Context: an optimization exercise on an open-source flow, tuned for small area and a short achievable clock period. The choices shown serve that exercise and are no tape-out recipe. Function was checked by simulation only, so behaviour that the tests miss may differ from the original. No driver is modelled on the clock port, so clocking that relies on it looks cheaper here than on a real chip. Power is estimated from default activity; no workload was simulated.

$ cat design/flow/config.mk
export PLATFORM = sky130hd
export DESIGN_NAME = mem_stage_ctrl
export DESIGN_NICKNAME = mem_stage_ctrl
export VERILOG_FILES = /design/flow/design.v
export SDC_FILE = /design/flow/constraint.sdc
export NUM_CORES = 4
export LEC_CHECK = 0
export CAP_MARGIN = 20
export CORE_MARGIN = 2
export CORE_UTILIZATION = 45
export SETUP_SLACK_MARGIN = 3.3
export SLEW_MARGIN = 20
$ cat design/flow/constraint.sdc
create_clock -name core_clock -period 6.0 [get_ports {clk}]
set_input_delay 1.2000 -clock core_clock [delete_from_list [all_inputs] [get_ports {clk}]]
set_output_delay 1.2000 -clock core_clock [all_outputs]
set_load 0.01 [all_outputs]
$ cat design/flow/design.v
package mem_stage_ctrl_pkg;
   localparam int WORD_LEN_DEF    = 32;
   localparam int ADDRESS_LEN_DEF = 32;
   localparam int DEPTH_DEF       = 64;
   localparam int BASE_ADDR_DEF   = 1024;
   localparam int WAIT_CYCLES_DEF = 2;
endpackage
module mem_array (
   input  logic        clk,
   input  logic        rst,
   input  logic [15:0] ring,     
   input  logic        wr3,      
   input  logic        wr3_n,    
   input  logic [3:0]  be,       
   input  logic [31:0] wdata,    
   input  logic [31:0] tsel_n,   
   output logic        vtap,     
   output logic [31:0] rtap      
);
   logic [63:0]       valid_q;
   logic [63:0][31:0] word_q;
   genvar gr, gs, gl;
   generate
      for (gr = 0; gr < 16; gr++) begin : g_ring
         logic wr;
         assign wr = wr3 & ring[gr];
         always_ff @(posedge clk or posedge rst) begin
            if (rst) valid_q[gr*4 +: 4] <= '0;
            else     valid_q[gr*4 +: 4] <= {valid_q[gr*4 +: 3], valid_q[gr*4 + 3] | wr};
         end
         for (gs = 1; gs < 4; gs++) begin : g_slot
            always_ff @(posedge clk) word_q[gr*4 + gs] <= word_q[gr*4 + gs - 1];
         end
         for (gl = 0; gl < 4; gl++) begin : g_lane
            logic lwr, lhold;
            assign lwr   = wr3 & ring[gr] & (be[gl] | ~valid_q[gr*4 + 3]);
            assign lhold = wr3_n | ~ring[gr] | (~be[gl] & valid_q[gr*4 + 3]);
            always_ff @(posedge clk)
               word_q[gr*4][gl*8 +: 8] <= (word_q[gr*4 + 3][gl*8 +: 8] & {8{lhold}})
                                        | (wdata[gl*8 +: 8] & {8{lwr}});
         end
      end
   endgenerate
   always_comb begin
      vtap = 1'b1;
      rtap = '1;
      for (int r = 0; r < 16; r++) begin
         vtap = vtap & (tsel_n[2*r]     | valid_q[r*4 + 1]);
         vtap = vtap & (tsel_n[2*r + 1] | valid_q[r*4 + 3]);
         rtap = rtap & ({32{tsel_n[2*r]}}     | word_q[r*4 + 1]);
         rtap = rtap & ({32{tsel_n[2*r + 1]}} | word_q[r*4 + 3]);
      end
   end
endmodule
module mem_stage_ctrl (
   input  logic        clk,
   input  logic        rst,
   input  logic [31:0] pc_in,
   output logic [31:0] pc,
   input  logic        MEM_R_EN,
   input  logic        MEM_W_EN,
   input  logic        mem_byte,
   input  logic [31:0] ALU_Res,
   input  logic [31:0] Val_Rm,
   output logic [31:0] memory_out,
   output logic        ready,
   output logic        addr_err
);
   logic req;
   assign req = MEM_R_EN | MEM_W_EN;
   logic nidle_q, idle_r, busy_q, w1_q, w2_q, idle;
   assign idle = ~nidle_q;
   always_ff @(posedge clk or posedge rst) begin
      if (rst) begin
         nidle_q <= 1'b0;
         idle_r  <= 1'b1;
         busy_q  <= 1'b0;
         w1_q    <= 1'b0;
         w2_q    <= 1'b0;
      end else begin
         nidle_q <= (idle & req) | w1_q | w2_q;
         idle_r  <= ~((idle & req) | w1_q | w2_q);
         busy_q  <= (idle & req) | w1_q;
         w1_q    <= idle & req;
         w2_q    <= w1_q;
      end
   end
   logic [1:0] ph_q, ph_d;
   assign ph_d = ph_q + 2'd1;
   always_ff @(posedge clk or posedge rst) begin
      if (rst) ph_q <= '0;
      else     ph_q <= ph_d;
   end
   logic        in_rng;
   logic [1:0]  lane_q, j_q, j_d;
   logic        byte_q, wr_q, oor_q;
   logic [15:0] ring_q, ring_d;
   logic [31:0] wd_q;
   logic [3:0]  be_q;
   assign in_rng = (ALU_Res[31:8] == 24'h000004) & (mem_byte | (ALU_Res[1:0] == 2'b00));
   always_comb begin
      for (int r = 0; r < 16; r++) ring_d[r] = idle ? (ALU_Res[7:4] == 4'(r)) : ring_q[r];
      j_d = idle ? ALU_Res[3:2] : j_q;
   end
   always_ff @(posedge clk) begin
      ring_q <= ring_d;
      j_q    <= j_d;
      if (idle) begin
         lane_q <= ALU_Res[1:0];
         byte_q <= mem_byte;
         wr_q   <= MEM_W_EN;
         oor_q  <= ~in_rng;
         for (int l = 0; l < 4; l++)
            be_q[l] <= ~mem_byte | (ALU_Res[1:0] == 2'(l));
      end
   end
   logic [1:0] slot_d;
   assign slot_d = j_d + ph_d;
   logic pend_q, pend_d, wr3_q, wr3_n_q;
   assign pend_d = (idle & MEM_W_EN & in_rng) | (pend_q & ~wr3_q);
   always_ff @(posedge clk or posedge rst) begin
      if (rst) begin
         pend_q  <= 1'b0;
         wr3_q   <= 1'b0;
         wr3_n_q <= 1'b1;
      end else begin
         pend_q  <= pend_d;
         wr3_q   <= pend_d & (slot_d == 2'd3);
         wr3_n_q <= ~(pend_d & (slot_d == 2'd3));
      end
   end
   logic [31:0] tsel_n_q;
   always_ff @(posedge clk) begin
      for (int r = 0; r < 16; r++) begin
         tsel_n_q[2*r]     <= ~(ring_d[r] & (slot_d == 2'd1));
         tsel_n_q[2*r + 1] <= ~(ring_d[r] & (slot_d == 2'd3));
      end
   end
   logic        vtap;
   logic [31:0] rtap;
   logic rd1, rd2_q, vh_q;
   assign rd1 = w1_q & ~wr_q & ~slot_d[0];    
   always_ff @(posedge clk) begin
      rd2_q <= w1_q & slot_d[0];
      if (idle) begin
         for (int l = 0; l < 4; l++)
            wd_q[l*8 +: 8] <= mem_byte ? ((ALU_Res[1:0] == 2'(l)) ? Val_Rm[7:0] : 8'h00)
                                       : Val_Rm[l*8 +: 8];
      end else if (rd1) begin
         wd_q <= rtap;
      end
      if (rd1) vh_q <= vtap;
   end
   mem_array u_mem_array (
      .clk    (clk),
      .rst    (rst),
      .ring   (ring_q),
      .wr3    (wr3_q),
      .wr3_n  (wr3_n_q),
      .be     (be_q),
      .wdata  (wd_q),
      .tsel_n (tsel_n_q),
      .vtap   (vtap),
      .rtap   (rtap)
   );
   logic        ld_q, ow_q;
   logic [3:0]  ob_q;
   always_ff @(posedge clk) begin
      ow_q <= ~byte_q & ~oor_q;
      for (int l = 0; l < 4; l++)
         ob_q[l] <= (~byte_q & (l == 0) | byte_q & (lane_q == 2'(l))) & ~oor_q;
   end
   logic [31:0] mout_q, mout_d, src;
   logic        vsrc;
   always_comb begin
      src          = rd2_q ? rtap : wd_q;
      vsrc         = rd2_q ? vtap : vh_q;
      mout_d[31:8] = src[31:8] & {24{ow_q & vsrc}};
      mout_d[7:0]  = '0;
      for (int l = 0; l < 4; l++) mout_d[7:0] = mout_d[7:0] | (src[l*8 +: 8] & {8{ob_q[l] & vsrc}});
   end
   logic err_q;
   always_ff @(posedge clk or posedge rst) begin
      if (rst) begin
         ld_q   <= 1'b0;
         mout_q <= '0;
         err_q  <= 1'b0;
      end else begin
         ld_q  <= w1_q & ~wr_q;
         if (ld_q) mout_q <= mout_d;
         err_q <= w2_q & oor_q;
      end
   end
   assign memory_out = mout_q;
   assign addr_err   = err_q;
   assign ready      = ~(busy_q | (idle_r & (MEM_R_EN | MEM_W_EN)));
   assign pc         = pc_in;
endmodule
$ cat design/flow/flow/run.sh
#!/bin/bash
# Layout flow: the standard flow (standard.sh), with two changes:
#  - port buffers are plain buf_4 cells instead of the delay buffers buffer_ports picks by default;
#  - CTS does not add dummy loads.
# Each tool's output stays in the ORFS logs; standard.sh's own output goes to standard.log.
cp standard.sh standard_sh.txt
export BUFFER_PORTS_ARGS="-buffer_cell sky130_fd_sc_hd__buf_4"
export CTS_ARGS="-sink_clustering_enable -repair_clock_nets -dont_use_dummy_load"
bash standard.sh > standard.log 2>&1
rc=$?
grep -h "RSZ-002[78]\|Dummy loads\|CTS-0018" orfs/logs/*/*/*/3_3_place_gp.log orfs/logs/*/*/*/4_1_cts.log 2>/dev/null
exit $rc
$ cat design/flow/standard.sh
#!/bin/bash
# synth_recipe.tcl (not shown) runs the flow's synth.tcl, then flattens the netlist and writes it again
# the make line also repeats each setting of config.mk as NAME=value (left out here)
make -C /OpenROAD-flow-scripts/flow DESIGN_CONFIG=/design/flow/config.mk WORK_HOME=/design/flow/orfs CLKGATE_MAP_FILE= SYNTH_SCRIPT=/design/flow/synth_recipe.tcl "${@:-finish}"
==> reports/metrics.yaml, run 1 <==
maxSlewViolCount: 0
grt_usage_pct: 31.73
slowest_stage: "buf_4"
drt-vias-per-instance: 6.275
swShare_pct: 29.56
cts_hold_buf: 0
wirelength_um: 220200
drt_iter0_drc: 5728
yosysWarnings: 2
max_freq_mhz: 349.6
max_stage_delay_ps: 120
grt_antenna_before_repair: 1
synth_compound_area_share_pct: 16.36
wl_per_cell_um: 34.71
netlist_top_cells_area: "dfxtp_1 71%, a22o_1 7.7%, o22ai_1 5.5%"
crit_chain: "buf_12 > nor2_4 > nor2b_1 > nor2_1 > buf_4"
ir_worst_vdd_mv: 0.3182
mostFrequentLayoutCells: "2072 x dfxtp_1, 527 x a22o_1, 525 x o22ai_1"
num_rows: 133
die_w_um: 368.1
power_density_nw_per_um2: 521.9
synth_area_per_cell_um2: 13.62
period_needed_ps: 2860
firstDrtPassIters: 7
cts_max_level: 4
synth_fa_ha_area_share_pct: 0.02098
core_area_um2: 131500
vias: 39800
total_leakage_power_nw: 27.75
internal-power_w: 0.02528
rsz0062_at_grt: "yes"
io_buffers: 102
ys_seq_area_share_pct: 77.27
grt_pass1_vias: 38090
endpoint_kind: "output pin"
die-area_um2: 135500
startpoint_type: "input port"
skew_ps: 52.22
muxShareOfSynthArea_pct: 0.03776
utilization_pct: 52.31
setup-tns-final_ps: 0
regArea_um2: 46190
fin_hold_ws_ps: 277.0
cts.clk_slew.worst_paths_ps: 60
hp-class: "reg -> reg"
io_pins: 167
yosys.area_share.simple_pct: 3.942
netlist_instances: 4378
clk_latency_ps: 830
switchingPower_w: 0.01061
async_flop_share_pct: 4.791
hpwlAfterDp_um: 139100
antenna_left: 0
clockBufferDepth: 3
maxCapViolCount: 0
finalSetupViolations: 0
worstPathMaxFanout: 2
synth.net_count: 4480
fillers: 11190
status: "complete, no violations"
syn-cell-area_um2: 59640
ys_types: 55
yosys.area.top_type_share_pct: 70.62
arrival_ps: 1660
worst-path-buf-inv: 2
cts_root_buf: "clkbuf_16"
drc: 0
ys.flop_type: "dfxtp_1"
grt_first_pass_wirelength_um: 299700
overflow: 0
start_util_pct: 45.37
synthToLayoutAreaGrowth_pct: 15.30
slew_headroom_pct: 17.43
final_layout_size_suffix_gt1_share_pct: 13.11
multiInputGateArea_um2: 12640
gp_congestion: 1.074
clkPwrFrac_pct: 30.8
finalPower_w: 0.03589
period_share_pct: 47.67
cts_buffers: 205
synth-seq-cells: 2254
fin_nets: 4689
grt_start_max_net_pins: 62
cp.required_ps: 4800
layout_commonest_cell: "dfxtp_1"
hold_violations: 0
synth-edff-count: 42
synth-xor-area-share_pct: 0.04405
synth_top_area_cell: "dfxtp_1"
cts_sinks: 2254
seqPwrFrac_pct: 55.1
synth_top_family_by_area: "compound AO/OA/AOI/OAI gates"
die_y_um: 368.1
worstSetupPathType: "in -> out"
worstMarginPinSlew_ps: 1230
comb_power_share_pct: 14.2
cts_tree: "built"
path_delay_family: "simple AND/OR/NAND/NOR gates"
[worst paths after layout]
kind / start / to / slack (ps) / cells past startpoint
max in group asynchronous: rst / mout_q[24] / 4250 / 3
worst min register to register: u_mem_array.word_q[95] / u_mem_array.word_q[127] / 280 / 0
worst max register to register: tsel_n_q[23] / mout_q[2] / 3190 / 7
worst max-delay path: MEM_W_EN / ready / 3140 / 5
worst min-delay path: u_mem_array.word_q[95] / u_mem_array.word_q[127] / 280 / 0
min in group asynchronous: rst / busy_q / 400 / 2
[metrics by stage]
stage | std cells | setup WS, ps | area (µm²)
floorplan | 4378 | 3298 | 59660
global placement | 6080 | 2466 | 62420
detailed placement | 6082 | 2384 | 62460
CTS | 6310 | 3127 | 68300
global route | 6340 | 3094 | 68760
finish | 6342 | 3140 | 68760
[cell families (layout without fill, tap and decap cells)]
family,count (synthesis),in the layout
AO/OA/AOI/OAI,1350,1350
multiplexers,2,2
buffers and inverters,309,515
AND/OR/NAND/NOR,459,460
XOR/XNOR,3,3
flip-flops,2254,2254
other,0,2
adder cells (fa/ha/maj),1,1
[power by group through the flow]
stage / clock network (W) / logic (W) / registers (W)
2_1_floorplan: 0 / 0.00311 / 0.0185
3_3_place_gp: 0 / 0.00435 / 0.0200
3_5_place_dp: 0 / 0.00437 / 0.0200
4_1_cts: 0.0111 / 0.00471 / 0.0197
5_1_grt: 0.0117 / 0.00521 / 0.0199
6_report: 0.0110 / 0.00508 / 0.0198
[registers in the layout (all words and copies together), names as in the netlist, 2 cells and up]
name	count
be_q	4
j_q	2
lane_q	2
mout_q	32
ob_q	4
ph_q	2
ring_q	16
tsel_n_q	32
u_mem_array.valid_q	64
u_mem_array.word_q	2048
wd_q	32
[cell usage after synthesis, drive strengths merged, types with 2 or more instances]
library cell and count:
dfxtp 2104, a22o 527, o22ai 526, buf 142, clkbuf 133, nand2 120, dfrtp 106, nor4 104
o21ai 97, a21oi 82, nor2 77, nor2b 51, edfxtp 42, inv 34, nand3 34, nand4 17
a31oi 16, o31ai 16, or3 15, o211ai 14, nor3 13, o2bb2ai 10, a311oi 8, nand2b 8
o32ai 8, or4 8, a22oi 7, a32oi 7, a41o 7, o221ai 7, o22a 7, o41ai 6
and2 5, dfstp 2, mux2 2, nor4bb 2, o21bai 2, xnor2 2
[routing by layer]
metal	wire length (µm)	GRT usage (%)	part of all wire, %
met1	90060	43.60	41
met2	90170	44.75	41
met3	27330	9.947	12
met4	12550	16.38	5.7
met5	50	0	0.023
[cell type report]
type,instances,share of cell area [%]
sequential,2254,67.17
multi-input combinational,1816,18.39
clock buffer,205,7.460
timing repair buffer,276,3.579
tap,1755,3.193
inverter,34,0.2056
antenna,2,0.007278
[timing repair]
action,in CTS,in global routing
setup endpoints to repair,165,172
pin swaps,4,4
buffers inserted,21,30
endpoints found under the hold margin,0,0
gates resized for setup,109,50
cloned,2,0
==> inputs of run 2 (changes only) <==
--- a/design/flow/design.v
+++ b/design/flow/design.v
@@ -14,7 +14,8 @@
    input  logic [3:0]  be,       
    input  logic [31:0] wdata,    
    input  logic [31:0] tsel_n,   
-   output logic        vtap,     
+   input  logic [1:0]  vslot,    
+   output logic        vring,    
    output logic [31:0] rtap      
 );
    logic [63:0]       valid_q;
@@ -42,13 +43,12 @@
       end
    endgenerate
    always_comb begin
-      vtap = 1'b1;
-      rtap = '1;
+      vring = 1'b0;
+      rtap  = '1;
       for (int r = 0; r < 16; r++) begin
-         vtap = vtap & (tsel_n[2*r]     | valid_q[r*4 + 1]);
-         vtap = vtap & (tsel_n[2*r + 1] | valid_q[r*4 + 3]);
-         rtap = rtap & ({32{tsel_n[2*r]}}     | word_q[r*4 + 1]);
-         rtap = rtap & ({32{tsel_n[2*r + 1]}} | word_q[r*4 + 3]);
+         vring = vring | (ring[r] & valid_q[r*4 + vslot]);
+         rtap  = rtap & ({32{tsel_n[2*r]}}     | word_q[r*4 + 1]);
+         rtap  = rtap & ({32{tsel_n[2*r + 1]}} | word_q[r*4 + 3]);
       end
    end
 endmodule
@@ -136,12 +136,11 @@
          tsel_n_q[2*r + 1] <= ~(ring_d[r] & (slot_d == 2'd3));
       end
    end
-   logic        vtap;
+   logic        vring;
    logic [31:0] rtap;
-   logic rd1, rd2_q, vh_q;
+   logic rd1;
    assign rd1 = w1_q & ~wr_q & ~slot_d[0];    
    always_ff @(posedge clk) begin
-      rd2_q <= w1_q & slot_d[0];
       if (idle) begin
          for (int l = 0; l < 4; l++)
             wd_q[l*8 +: 8] <= mem_byte ? ((ALU_Res[1:0] == 2'(l)) ? Val_Rm[7:0] : 8'h00)
@@ -149,7 +148,6 @@
       end else if (rd1) begin
          wd_q <= rtap;
       end
-      if (rd1) vh_q <= vtap;
    end
    mem_array u_mem_array (
       .clk    (clk),
@@ -160,35 +158,48 @@
       .be     (be_q),
       .wdata  (wd_q),
       .tsel_n (tsel_n_q),
-      .vtap   (vtap),
+      .vslot  (j_q + ph_q),
+      .vring  (vring),
       .rtap   (rtap)
    );
-   logic        ld_q, ow_q;
-   logic [3:0]  ob_q;
-   always_ff @(posedge clk) begin
-      ow_q <= ~byte_q & ~oor_q;
+   logic       ld, ok, ld_n_q, ow2_q, ow1_q;
+   logic [3:0] ob2_q, ob1_q, ob;
+   always_comb begin
+      ld = w1_q & ~wr_q;
+      ok = ld & ~oor_q & vring;
       for (int l = 0; l < 4; l++)
-         ob_q[l] <= (~byte_q & (l == 0) | byte_q & (lane_q == 2'(l))) & ~oor_q;
-   end
-   logic [31:0] mout_q, mout_d, src;
-   logic        vsrc;
-   always_comb begin
-      src          = rd2_q ? rtap : wd_q;
-      vsrc         = rd2_q ? vtap : vh_q;
-      mout_d[31:8] = src[31:8] & {24{ow_q & vsrc}};
-      mout_d[7:0]  = '0;
-      for (int l = 0; l < 4; l++) mout_d[7:0] = mout_d[7:0] | (src[l*8 +: 8] & {8{ob_q[l] & vsrc}});
+         ob[l] = ok & (byte_q ? (lane_q == 2'(l)) : (l == 0));
+   end
+   always_ff @(posedge clk or posedge rst) begin
+      if (rst) begin
+         ld_n_q <= 1'b1;
+         ow2_q  <= 1'b0;
+         ow1_q  <= 1'b0;
+         ob2_q  <= '0;
+         ob1_q  <= '0;
+      end else begin
+         ld_n_q <= ~ld;
+         ow2_q  <= ok & ~byte_q & slot_d[0];
+         ow1_q  <= ok & ~byte_q & ~slot_d[0];
+         ob2_q  <= ob & {4{slot_d[0]}};
+         ob1_q  <= ob & {4{~slot_d[0]}};
+      end
+   end
+   logic [31:0] mout_q, mout_d;
+   always_comb begin
+      mout_d[31:8] = (rtap[31:8] & {24{ow2_q}}) | (wd_q[31:8] & {24{ow1_q}}) | (mout_q[31:8] & {24{ld_n_q}});
+      mout_d[7:0]  = mout_q[7:0] & {8{ld_n_q}};
+      for (int l = 0; l < 4; l++)
+         mout_d[7:0] = mout_d[7:0] | (rtap[l*8 +: 8] & {8{ob2_q[l]}}) | (wd_q[l*8 +: 8] & {8{ob1_q[l]}});
    end
    logic err_q;
    always_ff @(posedge clk or posedge rst) begin
       if (rst) begin
-         ld_q   <= 1'b0;
          mout_q <= '0;
          err_q  <= 1'b0;
       end else begin
-         ld_q  <= w1_q & ~wr_q;
-         if (ld_q) mout_q <= mout_d;
-         err_q <= w2_q & oor_q;
+         mout_q <= mout_d;
+         err_q  <= w2_q & oor_q;
       end
    end
    assign memory_out = mout_q;
==> run 2 against run 1 <==
Sequential share of layout area rose by 1.0 points; clock skew about the same; worst setup slack better by 19 ps; largest cell class unchanged.
==> reports/metrics.yaml, run 2 <==
netlist_top_cells_area: "dfxtp_1 71%, a22o_1 7.9%, o22ai_1 5.3%"
startpoint_type: "input port"
die_y_um: 367.1  # -0.26%
firstDrtPassIters: 6  # -1
ys_types: 53  # -3.6%
yosysWarnings: 2  # unchanged
drt_iter0_drc: 5073  # -11%
arrival_ps: 1640  # -20 ps
synth-edff-count: 41  # -2.4%
cp.required_ps: 4800  # about the same
drc: 0  # unchanged
period_share_pct: 47.34  # -0.32 points
grt_usage_pct: 30.78  # -0.94 points
cts_max_level: 4  # unchanged
hp-class: "reg -> reg"
dp.cells: 6050  # -0.53%
grt_pass1_vias: 37580  # -1.3%
power_density_nw_per_um2: 523.6  # +0.33%
rsz0062_at_grt: "yes"
synth.net_count: 4418  # -1.4%
largest_register_ffs: 2048  # unchanged
core_area_um2: 131100  # -0.25%
wl_per_cell_um: 34.09  # -1.8%
io_pins: 167  # unchanged
cts_tree: "built"
finalSetupViolations: 0  # unchanged
cts_sinks: 2257  # +0.13%
synth_top_area_cell: "dfxtp_1"
synthToLayoutAreaGrowth_pct: 14.36
maxCapViolCount: 0  # unchanged
hold_violations: 0  # unchanged
antenna_left: 0  # unchanged
cts_root_buf: "clkbuf_16"
yosys-top-cells-count: "2098 x dfxtp_1, 533 x a22o_1, 502 x o22ai_1, 172 x clkbuf_1, 141 x nand2_1"
maxSlewViolCount: 0  # unchanged
clk_latency_ps: 830  # about the same
overflow: 0  # unchanged
vias: 39080  # -1.8%
gp_congestion: 1.031  # -4.0%
reg2reg_depth: 6  # -1
endpoint_kind: "output pin"
mostFrequentLayoutCells: "2066 x dfxtp_1, 533 x a22o_1, 502 x o22ai_1"
largest_register: "u_mem_array.word_q"
clockBufferDepth: 3  # unchanged
layout_commonest_cell: "dfxtp_1"
grt_first_pass_wirelength_um: 291100  # -2.9%
yosys.area.top_type_share_pct: 70.79  # +0.17 points
hold_depth: 0  # unchanged
skew_ps: 52.09  # -0.1332 ps
start_util_pct: 45.25  # -0.12 points
cts_buffers: 203  # -0.98%
cts.clk_slew.worst_paths_ps: 70  # about the same
grt_start_max_net_pins: 87  # +40%
hpwlAfterDp_um: 133400  # -4.1%
final_layout_size_suffix_gt1_share_pct: 12.53  # -0.58 points
die_w_um: 367.1  # -0.26%
synth-seq-cells: 2257  # +0.13%
wirelength_um: 213400  # -3.1%
ys.flop_type: "dfxtp_1"
die-area_um2: 134800  # -0.52%
worstPathMaxFanout: 2  # unchanged
drt-vias-per-instance: 6.243  # -0.51%
setup-tns-final_ps: 0  # unchanged
netlist_instances: 4315  # -1.4%
ys_seq_area_share_pct: 77.85  # +0.58 points
async_flop_share_pct: 5.228  # +0.44 points
num_rows: 133  # unchanged
fin_nets: 4607  # -1.7%
status: "complete, no violations"
total_leakage_power_nw: 27.37  # -1.4%
cts_hold_buf: 0  # unchanged
io_buffers: 102  # unchanged
period_needed_ps: 2841  # -19.47 ps
max_freq_mhz: 352.0  # +0.69%
finalNonFillerCells: 6259  # -1.3%
worstMarginPinSlew_ps: 1288  # +57.28 ps
slew_headroom_pct: 14.15  # -3.3 points
fillers: 11290  # +0.91%
largestRegisters: "u_mem_array.word_q: 2048 flops, u_mem_array.valid_q: 64 flops"
grt_antenna_before_repair: 9  # +8
ir_worst_vdd_mv: 0.3234  # +1.6%
syn-cell-area_um2: 59330  # -0.52%
synth_area_per_cell_um2: 13.75  # +0.93%
synth_most_common_cell: "dfxtp_1"
worstSetupPathType: "in -> out"
[run 2: cell type report]
cell class | instances | area (µm²) | share of cell area [%]
well taps | 1755 | 2196 | 3.236
flip-flops and latches | 2257 | 46280 | 68.21
inverters | 38 | 146.4 | 0.2158
multi-input cells | 1781 | 12400 | 18.28
diodes | 2 | 5.005 | 0.007376
clock buffers | 203 | 5080 | 7.487
repair buffers | 223 | 1740 | 2.565
[run 2: worst paths after layout]
path                                          start                        to  slack (ps)
setup / recovery                           MEM_R_EN                     ready        3160
hold / removal             u_mem_array.word_q[1858]  u_mem_array.word_q[1890]         280
setup reg to reg                       tsel_n_q[27]                 mout_q[6]        3170
hold reg to reg            u_mem_array.word_q[1858]  u_mem_array.word_q[1890]         280
max in group asynchronous                       rst                   nidle_q        4330
min in group asynchronous                       rst                 mout_q[9]         530
[run 2: what timing repair did]
item / CTS / global route
gates cloned: 0 / 0
gates resized for setup: 33 / 20
pin swaps: 2 / 2
buffers inserted: 0 / 3
endpoints found under the setup margin: 75 / 80
[run 2: per-layer routing]
layer  vias to the layer above  routed length [µm]  track usage (%)
li1                      16140                   -                -
met1                     19550               85330            40.67
met2                      2704               90830            45.37
met3                       682               23390            8.156
met4                         2               13810            18.25
met5                         -                   9                0
[run 2: critical path: stages]
cell and delay, ps:
buf_6 90, nor2_4 90, nor2b_1 50, nor2_1 80, buf_4 120
[run 2: power by group]
group / internal, W / total [W] / switching [W]
Combinational: 0.00152 / 0.00457 / 0.00305
Clock: 0.00590 / 0.0110 / 0.00506
Sequential: 0.0176 / 0.0200 / 0.00240
Total: 0.0250 / 0.0355 / 0.0105
[run 2: cell families after synthesis]
family / Yosys count / share of synthesized area, %
compound gates: 1329 / 16.37
xor+xnor: 5 / 0.07382
fa+ha+maj: 2 / 0.04217
buf+inv: 277 / 1.965
flops: 2257 / 77.85
mux: 3 / 0.05694
simple gates: 442 / 3.646
[run 2: stage by stage]
step / power (W) / setup WS [ps] / instance area (µm²) / hold slack, ps / utilization (%)
2_1_floorplan: 0.02147 / 3298 / 59370 / 309.6 / -
3_3_place_gp: 0.02431 / 2695 / 62490 / 309.5 / 47.66
3_5_place_dp: 0.02438 / 2692 / 62500 / 312.1 / 47.66
5_1_grt: 0.03641 / 3119 / 67840 / 279.0 / 51.74
4_1_cts: 0.03517 / 3141 / 67680 / 274.0 / 51.61
6_report: 0.03552 / 3159 / 67850 / 283.6 / 51.74
==> inputs of run 3 (changes only) <==
==> design/flow/flow/run.sh (replaced) <==
#!/bin/bash
# Layout flow: the standard flow (standard.sh), with two changes:
#  - port buffers are plain buf_2 cells instead of the delay buffers buffer_ports picks by default;
#  - CTS does not add dummy loads, and clusters up to 30 sinks (100 um) per leaf buffer.
# Each tool's output stays in the ORFS logs; standard.sh's own output goes to standard.log.
cp standard.sh standard_sh.txt
export BUFFER_PORTS_ARGS="-buffer_cell sky130_fd_sc_hd__buf_2"
export CTS_ARGS="-sink_clustering_enable -repair_clock_nets -dont_use_dummy_load -sink_clustering_size 30 -sink_clustering_max_diameter 100"
bash standard.sh > standard.log 2>&1
rc=$?
grep -h "RSZ-002[78]\|Dummy loads\|CTS-0018" orfs/logs/*/*/*/3_3_place_gp.log orfs/logs/*/*/*/4_1_cts.log 2>/dev/null
exit $rc
==> run 3 against run 2 <==
Maximum frequency about the same; worst setup slack worse by 1.2 ps; first-iteration DRC count is 2.2% lower; global-route usage shrank 0.19 points; combinational power about the same; clock power shrank 37%; die area stayed put; still clean; core utilization decreased by 2.4 points; register-to-register slack better by 100 ps; critical path depth unchanged; synthesized cell count unchanged; clock skew rose by 20 ps.
==> reports/metrics.yaml, run 3 <==
wl_per_cell_um: 34.57  # +1.4%
worstReg2RegEnd: "mout_q[6]"
holdPathEnd: "u_mem_array.word_q[437]"
cp.required_ps: 4800  # about the same
worstSetupPathType: "in -> out"
yosys-top-cells-count: "2098 x dfxtp_1, 533 x a22o_1, 502 x o22ai_1, 172 x clkbuf_1, 141 x nand2_1"
ys_seq_area_share_pct: 77.85  # unchanged
status: "complete, no violations"
layout_commonest_cell: "dfxtp_1"
hp-class: "reg -> reg"
drt_iter0_drc: 4959  # -2.2%
drt-vias-per-instance: 6.222  # -0.34%
worstPathMaxFanout: 2  # unchanged
crit_chain: "buf_6 > nor2_4 > nor2b_2 > nor2_1 > buf_2"
firstDrtPassIters: 7  # +1
netlist_top_cells_area: "dfxtp_1 71%, a22o_1 7.9%, o22ai_1 5.3%"
synth-edff-count: 41  # unchanged
cts.clk_slew.worst_paths_ps: 100  # +30 ps
max_stage_delay_ps: 130  # about the same
worstMarginPinSlew_ps: 1288  # +0.4285 ps
maxCapViolCount: 0  # unchanged
ir_worst_vdd_mv: 0.3097  # -4.2%
ys.flop_type: "dfxtp_1"
grt_antenna_before_repair: 7  # -2
cts_max_level: 3  # -1
yosys.area.top_type_share_pct: 70.79  # unchanged
die-area_um2: 134800  # unchanged
largestRegisters: "u_mem_array.word_q: 2048 flops, u_mem_array.valid_q: 64 flops"
start_util_pct: 45.25  # unchanged
hold_depth: 0  # unchanged
core_area_um2: 131100  # unchanged
rsz0062_at_grt: "yes"
clk_latency_ps: 750  # -80 ps
yosysWarnings: 2  # unchanged
num_rows: 133  # unchanged
setup-tns-final_ps: 0  # unchanged
ys_types: 53  # unchanged
fin_nets: 4485  # -2.6%
cts_hold_buf: 0  # unchanged
synth-seq-cells: 2257  # unchanged
netlist_instances: 4315  # unchanged
total_leakage_power_nw: 25.84  # -5.6%
cts_sinks: 2257  # unchanged
largest_register_ffs: 2048  # unchanged
grt_start_max_net_pins: 88  # +1.1%
vias: 38210  # -2.2%
arrival_ps: 1640  # about the same
hpwlAfterDp_um: 133800  # +0.32%
finalSetupViolations: 0  # unchanged
largest_register: "u_mem_array.word_q"
max_freq_mhz: 351.9  # about the same
syn-cell-area_um2: 59330  # unchanged
mostFrequentLayoutCells: "2066 x dfxtp_1, 533 x a22o_1, 502 x o22ai_1"
timing.rr.start: "tsel_n_q[31]"
power_density_nw_per_um2: 486.1  # -7.2%
fin_area_um2: 64650  # -4.7%
reg2reg_depth: 6  # unchanged
final_layout_size_suffix_gt1_share_pct: 10.48  # -2.0 points
die_w_um: 367.1  # unchanged
grt_pass1_vias: 36440  # -3.0%
cts_root_buf: "clkbuf_16"
synthToLayoutAreaGrowth_pct: 8.965
slowest_stage: "buf_2"
wirelength_um: 212300  # -0.52%
maxSlewViolCount: 0  # unchanged
antenna_left: 0  # unchanged
gp_congestion: 0.9679  # -6.1%
io_pins: 167  # unchanged
synth_area_per_cell_um2: 13.75  # unchanged
async_flop_share_pct: 5.228  # unchanged
period_share_pct: 47.36  # about the same
slew_headroom_pct: 14.14  # -0.017 points
hold_path.startpoint: "u_mem_array.word_q[405]"
grt_usage_pct: 30.60  # -0.19 points
endpoint_kind: "output pin"
die_y_um: 367.1  # unchanged
synth_most_common_cell: "dfxtp_1"
placed_area_um2: 62210  # -0.47%
rrSetupSlack_ps: 3270  # +100 ps
clockBufferDepth: 3  # unchanged
skew_ps: 71.62  # +19.53 ps
overflow: 0  # unchanged
synth_top_area_cell: "dfxtp_1"
hold_violations: 0  # unchanged
drc: 0  # unchanged
synth.net_count: 4418  # unchanged
grt_first_pass_wirelength_um: 288300  # -0.96%
cts_buffers: 85  # -58%
startpoint_type: "input port"
io_buffers: 102  # unchanged
period_needed_ps: 2842  # +1.220 ps
cts_tree: "built"
[run 3: timing repair]
action	CTS	global route
pin swaps	3	1
endpoints found under the setup margin	125	127
setup buffers	8	10
resized for setup	30	15
[run 3: final cells by class]
cell class	instances	area [µm²]
clock buffers	85	2127
fillers	11490	66480
multi-input cells	1781	12400
repair buffers	219	1476
well taps	1755	2196
inverters	38	146.4
diodes	6	15.01
flip-flops and latches	2257	46290
[run 3: where the power goes]
group / leakage [nW] / internal [W] / switching (W)
Sequential: 19.1 / 0.0176 / 0.00237
Combinational: 5.72 / 0.00150 / 0.00310
Clock: 1.05 / 0.00257 / 0.00434
Total: 25.8 / 0.0216 / 0.00980
[run 3: how the worst max path moves through the flow]
stage / to / from / slack [ps]
2_1_floorplan: ready / MEM_W_EN / 3300
4_1_cts: u_mem_array.word_q[1823] / be_q[3] / 3150
6_report: ready / MEM_R_EN / 3160
3_5_place_dp: wd_q[28] / ALU_Res[2] / 2820
3_3_place_gp: tsel_n_q[0] / ALU_Res[2] / 2620
5_1_grt: ready / MEM_R_EN / 3120
[run 3: cells by family after synthesis]
logic type      after synthesis  synth area share (%)
mux                           3               0.05694
simple gates                442                 3.646
flops                      2257                 77.85
buf+inv                     277                 1.965
compound gates             1329                 16.37
fa+ha+maj                     2               0.04217
xor+xnor                      5               0.07382
[run 3: critical path: cells and delay by family]
kind	cells	cell delay [ps]
buf+inv	2	220
simple gates	3	210
[run 3: through the flow]
step	total power [W]	hold WS, ps	instances	utilization, %	worst slack [ps]
3_3_place_gp	0.02435	309.5	6031	47.43	2622
2_1_floorplan	0.02147	309.6	4315	-	3298
4_1_cts	0.03109	306.4	6124	49.17	3146
6_report	0.03143	302.9	6141	49.30	3158
5_1_grt	0.03225	314.3	6136	49.29	3116
3_5_place_dp	0.02441	312.1	6031	47.44	2823
[run 3: routing by layer]
metal / vias to the layer above / routed length, µm / track usage (%)
met5: - / 160 / 0.7835
met4: 4 / 12500 / 16.47
met3: 579 / 22090 / 7.129
met2: 2554 / 91770 / 45.71
met1: 19200 / 85750 / 41.13
li1: 15870 / - / -
==> inputs of run 4 (changes only) <==
==> design/flow/flow/run.sh (replaced) <==
#!/bin/bash
# Layout flow: the standard flow (standard.sh), with two changes:
#  - port buffers are plain buf_2 cells instead of the delay buffers buffer_ports picks by default;
#  - CTS does not add dummy loads, and clusters up to 24 sinks (80 um) per leaf buffer.
# Each tool's output stays in the ORFS logs; standard.sh's own output goes to standard.log.
cp standard.sh standard_sh.txt
export BUFFER_PORTS_ARGS="-buffer_cell sky130_fd_sc_hd__buf_2"
export CTS_ARGS="-sink_clustering_enable -repair_clock_nets -dont_use_dummy_load -sink_clustering_size 24 -sink_clustering_max_diameter 80"
bash standard.sh > standard.log 2>&1
rc=$?
grep -h "RSZ-002[78]\|Dummy loads\|CTS-0018" orfs/logs/*/*/*/3_3_place_gp.log orfs/logs/*/*/*/4_1_cts.log 2>/dev/null
exit $rc
==> run 4 against run 3 <==
Largest power group unchanged; via count is 0.42% higher; core utilization is 0.33 points higher; die area stayed put; critical path type is now reg -> reg; maximum frequency is 2.5% lower; sequential share of layout area is 0.48 points lower; still clean on timing, DRC and antenna.
==> reports/metrics.yaml, run 4 <==
gp_congestion: 0.9679  # unchanged
synth-seq-cells: 2257  # unchanged
maxCapViolCount: 0  # unchanged
firstDrtPassIters: 6  # -1
yosys-top-cells-count: "2098 x dfxtp_1, 533 x a22o_1, 502 x o22ai_1, 172 x clkbuf_1, 141 x nand2_1"
synth_top_area_cell: "dfxtp_1"
slowest_stage: "a21oi_2"
rsz0062_at_grt: "yes"
hp-class: "reg -> reg"
mostFrequentLayoutCells: "2066 x dfxtp_1, 533 x a22o_1, 502 x o22ai_1"
worstMarginPinSlew_ps: 1279  # -9.443 ps
endpoint_kind: "register"
async_flop_share_pct: 5.228  # unchanged
antenna_left: 0  # unchanged
wirelength_um: 213300  # +0.47%
power_density_nw_per_um2: 492.9  # +1.4%
final_layout_size_suffix_gt1_share_pct: 10.75  # +0.27 points
cts_sinks: 2257  # unchanged
io_pins: 167  # unchanged
crit_chain: "inv_2 > a21oi_2 > a22o_1"
ys_seq_area_share_pct: 77.85  # unchanged
synthToLayoutAreaGrowth_pct: 9.694
maxSlewViolCount: 0  # unchanged
largestRegisters: "u_mem_array.word_q: 2048 flops, u_mem_array.valid_q: 64 flops"
die_y_um: 367.1  # unchanged
die_w_um: 367.1  # unchanged
grt_start_max_net_pins: 88  # unchanged
ys_types: 53  # unchanged
layout_commonest_cell: "dfxtp_1"
setup-tns-final_ps: 0  # unchanged
syn-cell-area_um2: 59330  # unchanged
synth_most_common_cell: "dfxtp_1"
cts_tree: "built"
max_stage_delay_ps: 1040  # +910 ps
netlist_top_cells_area: "dfxtp_1 71%, a22o_1 7.9%, o22ai_1 5.3%"
skew_ps: 81.63  # +10.01 ps
largest_register: "u_mem_array.word_q"
cts.clk_slew.worst_paths_ps: 100  # about the same
worstSetupPathType: "reg -> reg"
cts_max_level: 3  # unchanged
largest_register_ffs: 2048  # unchanged
drt-vias-per-instance: 6.240  # +0.29%
synth-edff-count: 41  # unchanged
period_needed_ps: 2914  # +72.10 ps
drt_iter0_drc: 4837  # -2.5%
ys.flop_type: "dfxtp_1"
io_buffers: 102  # unchanged
grt_pass1_vias: 36780  # +0.92%
netlist_instances: 4315  # unchanged
grt_usage_pct: 30.71  # +0.12 points
clockBufferDepth: 3  # unchanged
synth.net_count: 4418  # unchanged
status: "complete, no violations"
cts_buffers: 105  # +24%
start_util_pct: 45.25  # unchanged
overflow: 0  # unchanged
wl_per_cell_um: 34.68  # +0.34%
total_leakage_power_nw: 26.05  # +0.81%
core_area_um2: 131100  # unchanged
ir_worst_vdd_mv: 0.2732  # -12%
yosys.area.top_type_share_pct: 70.79  # unchanged
worstPathMaxFanout: 17  # +15
finalSetupViolations: 0  # unchanged
grt_antenna_before_repair: 5  # -2
period_share_pct: 48.57  # +1.2 points
grt_first_pass_wirelength_um: 289500  # +0.43%
hpwlAfterDp_um: 133800  # unchanged
synth_area_per_cell_um2: 13.75  # unchanged
startpoint_type: "register"
yosysWarnings: 2  # unchanged
arrival_ps: 3600  # +1960 ps
hold_violations: 0  # unchanged
fin_nets: 4497  # +0.27%
cts_root_buf: "clkbuf_16"
cp.required_ps: 6690  # +1890 ps
fin_hold_ws_ps: 281.1  # -21.75 ps
drc: 0  # unchanged
clk_latency_ps: 750  # about the same
die-area_um2: 134800  # unchanged
vias: 38370  # +0.42%
slew_headroom_pct: 14.77  # +0.63 points
max_freq_mhz: 343.2  # -2.5%
num_rows: 133  # unchanged
[run 4: worst paths after layout]
kind                                          start                        to  slack, ps  cells after the start
setup / recovery                            be_q[3]   u_mem_array.word_q[159]       3090                      3
hold / removal             u_mem_array.word_q[1557]  u_mem_array.word_q[1589]        280                      0
setup reg to reg                            be_q[3]   u_mem_array.word_q[159]       3090                      3
hold reg to reg            u_mem_array.word_q[1557]  u_mem_array.word_q[1589]        280                      0
max in group asynchronous                       rst                   nidle_q       4530                      3
min in group asynchronous                       rst                mout_q[13]        340                      2
[run 4: where the power goes]
part	switching, W	internal [W]	leakage [nW]	total [W]
logic	0.00305	0.00148	5.68	0.00452
clock network	0.00448	0.00312	1.29	0.00760
registers	0.00240	0.0176	19.1	0.0200
total	0.00992	0.0222	26.1	0.0321
[run 4: cells by family after synthesis]
| family | count (synthesis) | synth area share, % |
|---|---|---|
| flops | 2257 | 77.85 |
| mux | 3 | 0.05694 |
| simple gates | 442 | 3.646 |
| xor+xnor | 5 | 0.07382 |
| buf+inv | 277 | 1.965 |
| compound gates | 1329 | 16.37 |
| fa+ha+maj | 2 | 0.04217 |
[run 4: area by class of cell]
type / count / area, µm²
Fill cell: 11450 / 66050
Sequential cell: 2257 / 46290
Multi-Input combinational cell: 1781 / 12400
Clock buffer: 105 / 2628
Tap cell: 1755 / 2196
Timing Repair Buffer: 211 / 1416
Inverter: 38 / 146.4
Antenna cell: 2 / 5.005
[run 4: per-stage QoR]
stage                     instance area, µm²  setup slack (ps)  cells  utilization (%)  power (W)
after floorplan                        59370              3298   4315                -    0.02147
after global placement                 62200              2622   6031            47.43    0.02435
after detailed placement               62210              2823   6031            47.44    0.02441
after CTS                              64980              3155   6144            49.56    0.03178
after global routing                   65080              3055   6147            49.63    0.03292
final                                  65080              3086   6149            49.63    0.03208
[run 4: metal layers]
metal / global-route usage (%) / vias up / part of all wire (%)
met4: 16.69 / 6 / 6.0
li1: - / 15900 / -
met3: 7.105 / 618 / 10
met5: 0.7835 / - / 0.081
met1: 41.06 / 19340 / 41
met2: 46.11 / 2505 / 43
[run 4: worst max-delay path: cells and delay by family, from the launching register on]
family                 cells  cell delay (ps)
DFF                        1             1030
buffers and inverters      1              450
AOI/OAI and AO/OA          2             1340
[run 4: repair_timing]
action | 4_1_cts | 5_1_grt
setup endpoints to repair | 119 | 130
buffers inserted | 8 | 2
hold buffers | 0 | 0
resized for setup | 31 | 15
pin swaps | 3 | 0
cloned | 0 | 0
==> inputs of run 5 (changes only) <==
--- a/design/flow/config.mk
+++ b/design/flow/config.mk
@@ -7,6 +7,6 @@
 export LEC_CHECK = 0
 export CAP_MARGIN = 20
 export CORE_MARGIN = 2
-export CORE_UTILIZATION = 45
+export CORE_UTILIZATION = 55
 export SETUP_SLACK_MARGIN = 3.3
 export SLEW_MARGIN = 20
==> run 5 against run 4 <==
Core utilization rose by 11 points; still clean on timing, DRC and antenna; highest routed layer is now met4; largest power group unchanged; non-clock buffer count rose by 22; count of clock-buffer cells in the layout fell by 1; global-route usage rose by 6.6 points; clock skew fell by 45 ps; largest cell class unchanged; synthesized cell count did not move; sequential cell count did not move.
==> reports/metrics.yaml, run 5 <==
status: "complete, no violations"
synth.net_count: 4418  # unchanged
grt_start_max_net_pins: 119  # +35%
synth-seq-cells: 2257  # unchanged
die_w_um: 332.4  # -9.4%
use_met3_pct: 9.911  # +2.8 points
final_layout_size_suffix_gt1_share_pct: 10.63  # -0.12 points
io_buffers: 102  # unchanged
rsz0062_at_grt: "yes"
startpoint_type: "register"
worstPathMaxFanout: 17  # unchanged
wl_per_cell_um: 36.42  # +5.0%
hold_violations: 0  # unchanged
max_stage_delay_ps: 990  # -50 ps
largestRegisters: "u_mem_array.word_q: 2048 flops, u_mem_array.valid_q: 64 flops"
grt_first_pass_wirelength_um: 286800  # -0.96%
grt_usage_pct: 37.28  # +6.6 points
worst-path-buf-inv: 0  # -1
synth_most_common_cell: "dfxtp_1"
post-place-ws_ps: 2737  # -86.27 ps
finalSetupViolations: 0  # unchanged
arrival_ps: 3560  # -40 ps
cts.clk_slew.worst_paths_ps: 100  # about the same
grt_pass1_vias: 36570  # -0.59%
synth-edff-count: 41  # unchanged
finalPower_w: 0.03231  # +0.71%
start_util_pct: 55.42  # +10 points
ys_seq_area_share_pct: 77.85  # unchanged
cts_hold_buf: 0  # unchanged
top_usage_layer: "met1"
async_flop_share_pct: 5.228  # unchanged
yosys-top-cells-count: "2098 x dfxtp_1, 533 x a22o_1, 502 x o22ai_1, 172 x clkbuf_1, 141 x nand2_1"
maxCapViolCount: 0  # unchanged
grt_antenna_before_repair: 6  # +1
hp-class: "reg -> reg"
gp_congestion: 1.039  # +7.4%
setup-tns-final_ps: 0  # unchanged
wirelength_um: 211900  # -0.62%
drc: 0  # unchanged
cts_sinks: 2257  # unchanged
yosys.area.top_type_share_pct: 70.79  # unchanged
fin_ws_ps: 3102  # +15.62 ps
cts_tree: "built"
antenna_left: 0  # unchanged
synth_top_area_cell: "dfxtp_1"
cts_max_level: 3  # unchanged
ys_types: 53  # unchanged
core_area_um2: 107100  # -18%
power_density_nw_per_um2: 499.1  # +1.3%
total_leakage_power_nw: 26.17  # +0.44%
cts_root_buf: "clkbuf_16"
utilization_pct: 60.47  # +11 points
slowest_stage: "a21oi_2"
period_needed_ps: 2898  # -15.62 ps
drt_iter0_drc: 5338  # +10%
endpoint_kind: "register"
maxSlewViolCount: 0  # unchanged
met2_usage_pct: 53.03  # +6.9 points
ys.flop_type: "dfxtp_1"
fin_nets: 4518  # +0.47%
path_delay_family: "compound AO/OA/AOI/OAI gates"
cp.required_ps: 6660  # -30 ps
netlist_top_cells_area: "dfxtp_1 71%, a22o_1 7.9%, o22ai_1 5.3%"
largest_register_ffs: 2048  # unchanged
worstMarginPinSlew_ps: 1279  # +0.6891 ps
hpwlAfterDp_um: 131800  # -1.5%
overflow: 0  # unchanged
met1_usage_pct: 53.04  # +12 points
max_freq_mhz: 345.0  # +0.54%
skew_ps: 36.89  # -44.74 ps
io_pins: 167  # unchanged
ir_worst_vdd_mv: 0.3431  # +26%
crit_chain: "nand2_1 > a21oi_2 > a22o_1"
clk_latency_ps: 730  # -20 ps
layout_commonest_cell: "dfxtp_1"
drt-vias-per-instance: 6.668  # +6.9%
die_y_um: 332.4  # -9.4%
firstDrtPassIters: 7  # +1
die-area_um2: 110500  # -18%
synth_area_per_cell_um2: 13.75  # unchanged
num_rows: 120  # -9.8%
largest_register: "u_mem_array.word_q"
vias: 38800  # +1.1%
synthToLayoutAreaGrowth_pct: 9.104
yosysWarnings: 2  # unchanged
period_share_pct: 48.31  # -0.26 points
netlist_instances: 4315  # unchanged
worstSetupPathType: "reg -> reg"
slew_headroom_pct: 14.72  # -0.046 points
clockBufferDepth: 3  # unchanged
mostFrequentLayoutCells: "2066 x dfxtp_1, 533 x a22o_1, 502 x o22ai_1"
cts_buffers: 104  # -0.95%
syn-cell-area_um2: 59330  # unchanged
==> run 5: cell counts after synthesis <==
No cell type changed its count.
==> run 5: timing repair <==
action	CTS	global route
pin swaps	3	3
setup buffers	10	2
gates resized for setup	34	25
endpoints found under the setup margin	76	68
==> run 5: kinds of logic after synthesis <==
kind of cell | count (synthesis) | synth area share (%)
buf+inv | 277 | 1.965
fa+ha+maj | 2 | 0.04217
mux | 3 | 0.05694
compound gates | 1329 | 16.37
flops | 2257 | 77.85
xor+xnor | 5 | 0.07382
simple gates | 442 | 3.646
==> run 5: worst reg2reg max path, stage by stage (launching register included) <==
cell and delay, ps:
dfrtp_1 950, nand2_1 590, a21oi_2 1000, a22o_1 310
==> run 5: stage by stage <==
| step | cells | hold slack [ps] | cell area (µm²) |
|---|---|---|---|
| after floorplan | 4315 | 309.6 | 59370 |
| after global placement | 5698 | 309.5 | 61770 |
| after detailed placement | 5698 | 312.1 | 61780 |
| after CTS | 5812 | 289.6 | 64570 |
| after global routing | 5819 | 294.7 | 64730 |
| final | 5819 | 288.7 | 64730 |
==> run 5: per-layer routing <==
metal | up-vias | share of wire, %
li1 | 15930 | -
met1 | 19510 | 42
met2 | 2776 | 41
met3 | 580 | 12
met4 | 0 | 5.3
met5 | - | 0
==> run 5: final timing paths <==
check / slack, ps / start / to / cells after the start
worst min-delay path: 290 / u_mem_array.word_q[1604] / u_mem_array.word_q[1636] / 0
min in group asynchronous: 650 / rst / busy_q / 3
max in group asynchronous: 4720 / rst / mout_q[13] / 3
worst max register to register: 3100 / wr3_q / u_mem_array.word_q[1563] / 3
worst max-delay path: 3100 / wr3_q / u_mem_array.word_q[1563] / 3
worst min register to register: 290 / u_mem_array.word_q[1604] / u_mem_array.word_q[1636] / 0
==> run 5: area by class of cell <==
cell class	instances	area, µm²
Antenna cell	3	7.507
Clock buffer	104	2603
Fill cell	8503	42320
Inverter	38	146.4
Multi-Input combinational cell	1781	12360
Sequential cell	2257	46280
Tap cell	1403	1755
Timing Repair Buffer	233	1580
==> run 5: power by group <==
group / switching, W / internal (W)
sequential: 0.00239 / 0.0176
combinational: 0.00327 / 0.00157
clock: 0.00443 / 0.00309
==> inputs of run 6 (changes only) <==
--- a/design/flow/design.v
+++ b/design/flow/design.v
@@ -68,19 +68,19 @@
 );
    logic req;
    assign req = MEM_R_EN | MEM_W_EN;
-   logic nidle_q, idle_r, busy_q, w1_q, w2_q, idle;
+   logic nidle_q, busy_q, ndone_q, w1_q, w2_q, idle;
    assign idle = ~nidle_q;
    always_ff @(posedge clk or posedge rst) begin
       if (rst) begin
          nidle_q <= 1'b0;
-         idle_r  <= 1'b1;
          busy_q  <= 1'b0;
+         ndone_q <= 1'b1;
          w1_q    <= 1'b0;
          w2_q    <= 1'b0;
       end else begin
          nidle_q <= (idle & req) | w1_q | w2_q;
-         idle_r  <= ~((idle & req) | w1_q | w2_q);
          busy_q  <= (idle & req) | w1_q;
+         ndone_q <= ~w2_q;
          w1_q    <= idle & req;
          w2_q    <= w1_q;
       end
@@ -204,6 +204,6 @@
    end
    assign memory_out = mout_q;
    assign addr_err   = err_q;
-   assign ready      = ~(busy_q | (idle_r & (MEM_R_EN | MEM_W_EN)));
+   assign ready      = ~((MEM_R_EN | MEM_W_EN | busy_q) & ndone_q);
    assign pc         = pc_in;
 endmodule
--- a/design/flow/config.mk
+++ b/design/flow/config.mk
@@ -7,6 +7,6 @@
 export LEC_CHECK = 0
 export CAP_MARGIN = 20
 export CORE_MARGIN = 2
-export CORE_UTILIZATION = 55
-export SETUP_SLACK_MARGIN = 3.3
+export CORE_UTILIZATION = 45
+export SETUP_SLACK_MARGIN = 3.5
 export SLEW_MARGIN = 20
==> run 6 against run 5 <==
Register-to-register slack improved by 330 ps; synthesized cell count stayed put; non-clock buffer count is 1 lower; global-route usage fell by 7.0 points; maximum frequency rose by 1.6%; clock power increased by 0.7%; final area up 1.4%; hold slack better by 8.6 ps; synthesized area about the same; largest cell class unchanged.
==> reports/metrics.yaml, run 6 <==
status: "complete, no violations"
synth.net_count: 4418  # unchanged
slowest_stage: "o31ai_4"
async_flop_share_pct: 5.228  # unchanged
startpoint_type: "input port"
ys.flop_type: "dfxtp_1"
crit_chain: "buf_6 > o31ai_4 > buf_2"
ys_seq_area_share_pct: 77.85  # about the same
synth_most_common_cell: "dfxtp_1"
worst-path-buf-inv: 2  # +2
finalSetupViolations: 0  # unchanged
rsz0062_at_grt: "yes"
ir_worst_vdd_mv: 0.3837  # +12%
drt-vias-per-instance: 6.242  # -6.4%
grt_start_max_net_pins: 64  # -46%
drt_iter0_drc: 5704  # +6.9%
reg2reg_depth: 3  # unchanged
cts_hold_buf: 0  # unchanged
setup-tns-final_ps: 0  # unchanged
core_area_um2: 131100  # +22%
synth_area_per_cell_um2: 13.75  # about the same
worstReg2RegEnd: "u_mem_array.word_q[396]"
hold_path.startpoint: "u_mem_array.word_q[1929]"
largest_register: "u_mem_array.word_q"
fin_nets: 4518  # unchanged
yosys.area.top_type_share_pct: 70.79  # about the same
synth-seq-cells: 2257  # unchanged
fin_area_um2: 65630  # +1.4%
worstSetupPathType: "in -> out"
gp_congestion: 1.054  # +1.4%
cts_sinks: 2257  # unchanged
synth_top_area_cell: "dfxtp_1"
grt_first_pass_wirelength_um: 287200  # +0.16%
max_freq_mhz: 350.4  # +1.6%
antenna_left: 0  # unchanged
maxSlewViolCount: 0  # unchanged
largest_register_ffs: 2048  # unchanged
netlist_instances: 4315  # unchanged
grt_antenna_before_repair: 7  # +1
hp-class: "reg -> reg"
mostFrequentLayoutCells: "2066 x dfxtp_1, 533 x a22o_1, 502 x o22ai_1"
synthToLayoutAreaGrowth_pct: 10.62
drc: 0  # unchanged
firstDrtPassIters: 7  # unchanged
cp.required_ps: 4800  # -1860 ps
clk_latency_ps: 750  # +20 ps
grt_pass1_vias: 36800  # +0.65%
io_pins: 167  # unchanged
maxCapViolCount: 0  # unchanged
overflow: 0  # unchanged
power_density_nw_per_um2: 494.3  # -0.96%
period_share_pct: 47.57  # -0.74 points
hold_violations: 0  # unchanged
cts_buffers: 104  # unchanged
cts_root_buf: "clkbuf_16"
rrSetupSlack_ps: 3430  # +330 ps
grt_usage_pct: 30.29  # -7.0 points
path_delay_family: "buffers and inverters"
synth-edff-count: 41  # unchanged
worstMarginPinSlew_ps: 1237  # -42.51 ps
syn-cell-area_um2: 59330  # about the same
netlist_top_cells_area: "dfxtp_1 71%, a22o_1 7.9%, o22ai_1 5.3%"
hpwlAfterDp_um: 130200  # -1.2%
hold_depth: 0  # unchanged
wirelength_um: 211000  # -0.46%
vias: 38530  # -0.70%
die-area_um2: 134800  # +22%
cts_max_level: 3  # unchanged
fin_hold_ws_ps: 297.3  # +8.645 ps
largestRegisters: "u_mem_array.word_q: 2048 flops, u_mem_array.valid_q: 64 flops"
clockBufferDepth: 3  # unchanged
timing.rr.start: "wr3_q"
total_leakage_power_nw: 26.23  # +0.24%
final_layout_size_suffix_gt1_share_pct: 11.08  # +0.45 points
max_stage_delay_ps: 200  # -790 ps
cts.clk_slew.worst_paths_ps: 110  # about the same
slew_headroom_pct: 17.54  # +2.8 points
holdPathEnd: "u_mem_array.word_q[1961]"
period_needed_ps: 2854  # -44.23 ps
yosys-top-cells-count: "2098 x dfxtp_1, 533 x a22o_1, 502 x o22ai_1, 174 x clkbuf_1, 143 x nand2_1"
num_rows: 133  # +11%
io_buffers: 102  # unchanged
arrival_ps: 1650  # -1910 ps
ys_types: 53  # unchanged
wl_per_cell_um: 34.18  # -6.1%
worstPathMaxFanout: 2  # -15
cts_tree: "built"
placed_area_um2: 62070  # +0.47%
endpoint_kind: "output pin"
die_w_um: 367.1  # +10%
die_y_um: 367.1  # +10%
skew_ps: 53.03  # +16.14 ps
yosysWarnings: 2  # unchanged
layout_commonest_cell: "dfxtp_1"
start_util_pct: 45.24  # -10 points
## run 6: metal layers
layer	share of wire, %	vias up	GRT usage [%]	wire (µm)
met3	12	587	8.815	26300
li1	-	15930	-	-
met1	41	19160	42.03	86490
met4	5.2	0	14.39	11050
met2	41	2851	43.36	87140
met5	0	-	0	0
## run 6: kinds of logic (layout without fill, tap and decap cells)
group / count (synthesis) / in the layout / synth area share (%)
muxes: 3 / 3 / 0.05694
AOI/OAI and AO/OA: 1330 / 1331 / 16.38
other: 0 / 4 / 0
adders and majority gates: 2 / 2 / 0.04217
xor gates and xnor gates: 5 / 5 / 0.07383
and+or+nand+nor: 442 / 442 / 3.642
DFF: 2257 / 2257 / 77.85
buffers and inverters: 276 / 373 / 1.959
## run 6: layout make-up
type | count | area (µm²)
Fill cell | 11460 | 65500
Timing Repair Buffer | 232 | 1749
Multi-Input combinational cell | 1783 | 12610
Clock buffer | 104 | 2603
Tap cell | 1755 | 2196
Inverter | 37 | 142.6
Antenna cell | 4 | 10.01
Sequential cell | 2257 | 46320
## run 6: report_power, final
part           switching, W  internal [W]
Clock               0.00447       0.00309
Combinational       0.00320       0.00166
Sequential          0.00245        0.0176
Total                0.0101        0.0223
## run 6: worst max path at each step
stage / start / end / cells after the start
detailed placement: ALU_Res[2] / wr3_q / 8
CTS: MEM_R_EN / ready / 3
floorplan: ALU_Res[2] / wd_q[0] / 3
finish: MEM_R_EN / ready / 3
global route: MEM_R_EN / ready / 3
global placement: ALU_Res[2] / wr3_q / 8
## run 6: through the flow
stage / setup WS [ps] / total power (W) / util, % / cells
6_report: 3146 / 0.03244 / 50.05 / 6172
5_1_grt: 3123 / 0.03330 / 50.04 / 6168
3_5_place_dp: 2765 / 0.02441 / 47.34 / 6026
4_1_cts: 3145 / 0.03201 / 49.71 / 6150
2_1_floorplan: 3312 / 0.02149 / - / 4315
3_3_place_gp: 2773 / 0.02436 / 47.32 / 6026
## run 6: worst register-to-register path, stage by stage (launching register included)
cell     delay, ps
dfrtp_1        860
nand2_1        650
a21oi_4        720
a22o_1         270
## run 6: repair_timing
item,CTS,global route
buffers inserted,19,18
gates cloned,1,0
setup endpoints to repair,225,211
pin swaps,8,2
gates resized for setup,85,51
==> inputs of run 7 (changes only) <==
--- a/design/flow/config.mk
+++ b/design/flow/config.mk
@@ -5,8 +5,8 @@
 export SDC_FILE = /design/flow/constraint.sdc
 export NUM_CORES = 4
 export LEC_CHECK = 0
-export CAP_MARGIN = 20
+export CAP_MARGIN = 10
 export CORE_MARGIN = 2
 export CORE_UTILIZATION = 45
 export SETUP_SLACK_MARGIN = 3.5
-export SLEW_MARGIN = 20
+export SLEW_MARGIN = 10
==> run 7 against run 6 <==
Power is essentially flat; non-clock buffer count is 1 higher; register-to-register slack worse by 40 ps; critical path depth unchanged; hold slack worse by 14 ps; critical path type unchanged; largest cell class unchanged; highest routed layer is now met5.
==> reports/metrics.yaml, run 7 <==
status: "complete, no violations"
firstDrtPassIters: 6  # -1
synth_top_area_cell: "dfxtp_1"
setup-tns-final_ps: 0  # unchanged
holdPathEnd: "u_mem_array.word_q[684]"
vias: 38470  # -0.14%
core_area_um2: 131100  # unchanged
drt_iter0_drc: 5618  # -1.5%
path_delay_family: "buffers and inverters"
max_freq_mhz: 350.9  # +0.15%
antenna_left: 0  # unchanged
arrival_ps: 1650  # about the same
io_buffers: 102  # unchanged
die_y_um: 367.1  # unchanged
yosys-top-cells-count: "2098 x dfxtp_1, 533 x a22o_1, 502 x o22ai_1, 174 x clkbuf_1, 143 x nand2_1"
cts_tree: "built"
regArea_um2: 46320  # about the same
syn-cell-area_um2: 59330  # unchanged
synth_area_per_cell_um2: 13.75  # unchanged
period_needed_ps: 2850  # -4.250 ps
power_density_nw_per_um2: 494.1  # about the same
max_stage_delay_ps: 190  # about the same
reg2reg_depth: 3  # unchanged
rsz0062_at_grt: "yes"
grt_start_max_net_pins: 64  # unchanged
largestRegisters: "u_mem_array.word_q: 2048 flops, u_mem_array.valid_q: 64 flops"
maxSlewViolCount: 0  # unchanged
gp_congestion: 1.054  # unchanged
async_flop_share_pct: 5.228  # unchanged
cts_root_buf: "clkbuf_16"
layout_commonest_cell: "dfxtp_1"
cts.clk_slew.worst_paths_ps: 100  # about the same
worstPathMaxFanout: 2  # unchanged
worstSetupPathType: "in -> out"
fin_ws_ps: 3150  # +4.250 ps
hold_path.startpoint: "u_mem_array.word_q[652]"
synth-edff-count: 41  # unchanged
slowest_stage: "o31ai_4"
synth-seq-cells: 2257  # unchanged
fillers: 11480  # +0.16%
mostFrequentLayoutCells: "2066 x dfxtp_1, 533 x a22o_1, 502 x o22ai_1"
wl_per_cell_um: 34.22  # about the same
largest_register: "u_mem_array.word_q"
grt_antenna_before_repair: 9  # +2
drt-vias-per-instance: 6.234  # -0.12%
yosys.area.top_type_share_pct: 70.79  # unchanged
crit_chain: "buf_6 > o31ai_4 > buf_2"
fin_nets: 4519  # +0.022%
start_util_pct: 45.24  # unchanged
grt_first_pass_wirelength_um: 286600  # -0.21%
worstReg2RegEnd: "u_mem_array.word_q[277]"
ys_seq_area_share_pct: 77.85  # unchanged
timing.rr.start: "wr3_q"
drc: 0  # unchanged
startpoint_type: "input port"
grt_usage_pct: 30.21  # -0.079 points
synthToLayoutAreaGrowth_pct: 10.64  # about the same
grt_pass1_vias: 36570  # -0.65%
synth_most_common_cell: "dfxtp_1"
num_rows: 133  # unchanged
slew_headroom_pct: 14.17  # -3.4 points
clk_latency_ps: 760  # about the same
period_share_pct: 47.50  # -0.071 points
endpoint_kind: "output pin"
maxCapViolCount: 0  # unchanged
cts_sinks: 2257  # unchanged
worst-path-buf-inv: 2  # unchanged
netlist_top_cells_area: "dfxtp_1 71%, a22o_1 7.9%, o22ai_1 5.3%"
ir_worst_vdd_mv: 0.3330  # -13%
overflow: 0  # unchanged
skew_ps: 52.78  # -0.2475 ps
hold_depth: 0  # unchanged
die-area_um2: 134800  # unchanged
final_layout_size_suffix_gt1_share_pct: 11.01  # -0.070 points
ys.flop_type: "dfxtp_1"
netlist_instances: 4315  # unchanged
die_w_um: 367.1  # unchanged
post-place-ws_ps: 2767  # +2.170 ps
finalSetupViolations: 0  # unchanged
total_leakage_power_nw: 26.24  # about the same
yosysWarnings: 2  # unchanged
rrSetupSlack_ps: 3390  # -40 ps
cts_buffers: 104  # unchanged
ys_types: 53  # unchanged
io_pins: 167  # unchanged
largest_register_ffs: 2048  # unchanged
clockBufferDepth: 3  # unchanged
cp.required_ps: 4800  # about the same
hp-class: "reg -> reg"
hpwlAfterDp_um: 130000  # -0.11%
cts_max_level: 3  # unchanged
worstMarginPinSlew_ps: 1271  # +34.15 ps
synth.net_count: 4418  # unchanged
wirelength_um: 211100  # about the same
multiInputGateArea_um2: 12580  # -0.29%
hold_violations: 0  # unchanged
-- run 7: changes by cell type in the layout (fill, tap and decap cells not counted), moves of 2 or more --
cell | before | now
buf_4 | 109 | 104
buf_6 | 36 | 42
diode_2 | 4 | 2
o41ai_2 | 2 | 0
a21oi_4 | 33 | 31
buf_12 | 1 | 5
buf_8 | 3 | 1
a21oi_2 | 7 | 9
o41ai_1 | 4 | 6
-- run 7: per-layer routing --
metal | routed length, µm | share of wire [%] | GRT usage (%) | up-vias
met1 | 87710 | 42 | 42.32 | 19140
met5 | 51 | 0.024 | 0 | -
met4 | 11140 | 5.3 | 14.59 | 4
met2 | 87420 | 41 | 43.17 | 2787
met3 | 24820 | 12 | 8.122 | 599
li1 | - | - | - | 15940
-- run 7: layout make-up --
class,instances,area share (%)
Tap cell,1755,3.345
Timing Repair Buffer,233,2.737
Clock buffer,104,3.965
Antenna cell,2,0.007625
Inverter,37,0.2173
Sequential cell,2257,70.57
Multi-Input combinational cell,1783,19.16
-- run 7: report_power, final --
group,switching (W),total [W],internal (W)
clock network,0.00446,0.00755,0.00309
registers,0.00248,0.0200,0.0176
logic,0.00319,0.00484,0.00166
total,0.0101,0.0324,0.0223
-- run 7: worst reg2reg max path, delay by kind of cell, from the launching register on --
family          cells  cell delay, ps
compound gates      2            1170
flops               1             860
simple gates        1             520
-- run 7: timing repair --
action                                  in CTS  in global routing
gates cloned                                 1                  0
buffers inserted                            18                 20
gates resized for setup                     83                 56
hold buffers                                 0                  0
pin swaps                                    7                  2
endpoints found under the hold margin        0                  0
endpoints found under the setup margin     202                258
-- run 7: how the worst max path moves through the flow --
stage | from | end | depth (start not counted)
global route | MEM_R_EN | ready | 3
detailed placement | ALU_Res[2] | wr3_q | 8
finish | MEM_R_EN | ready | 3
CTS | MEM_R_EN | ready | 3
global placement | ALU_Res[2] | wr3_q | 8
floorplan | ALU_Res[2] | wd_q[0] | 3
-- run 7: cell families (layout without fill, tap and decap cells) --
group | after synthesis | count (layout) | share of synthesized area, %
xor gates and xnor gates | 5 | 5 | 0.07383
other | 0 | 2 | 0
and+or+nand+nor | 442 | 442 | 3.642
muxes | 3 | 3 | 0.05694
adders and majority gates | 2 | 2 | 0.04217
DFF | 2257 | 2257 | 77.85
buffers and inverters | 276 | 374 | 1.959
AOI/OAI and AO/OA | 1330 | 1331 | 16.38
-- run 7: metrics by stage --
stage | hold WS (ps) | cell area (µm²) | power, W | cells | util (%)
after floorplan | 309.6 | 59510 | 0.02149 | 4315 | -
after global routing | 286.3 | 65640 | 0.03325 | 6169 | 50.05
after detailed placement | 312.1 | 62060 | 0.02441 | 6026 | 47.32
after global placement | 309.5 | 62060 | 0.02436 | 6026 | 47.32
final | 283.2 | 65640 | 0.03243 | 6171 | 50.06
after CTS | 271.5 | 65140 | 0.03199 | 6149 | 49.67

==> separate check: timing with driven ports <==
Ports are ideal in the flow. The routed layouts listed here were re-timed in OpenROAD.
Step 1 sets driving cells, clkbuf_16 on the clock port and buf_2 on the other inputs (assumed; they add their load-dependent delay and slew).
Step 2, shift: input delay + t, output delay - t, t = (earliest + latest rising clock arrival at the registers) / 2. This alone moves slack from input paths to output paths.
Three values: no drivers, after step 1, after step 2; two values: the first two.
run | shift t [ns] | setup slack, ns | worst setup path after step 2
run 1 | 0.874 | 3.140 / 3.083 / 2.815 | input to register
run 2 | 0.881 | 3.159 / 3.108 / 2.756 | input to register
run 3 | 0.790 | 3.158 / 3.127 / 2.927 | input to register
run 4 | 0.797 | 3.086 / 3.086 / 2.980 | input to register
run 5 | 0.784 | 3.102 / 3.102 / 2.892 | input to register
run 6 | 0.804 | 3.146 / 3.115 / 2.918 | input to register
run 7 | 0.808 | 3.150 / 3.117 / 2.869 | input to register
After both steps every run listed still meets setup and hold. For run 2, which loses most, drivers alone change the setup slack by -0.051 ns; drivers and shift together by -0.403 ns.
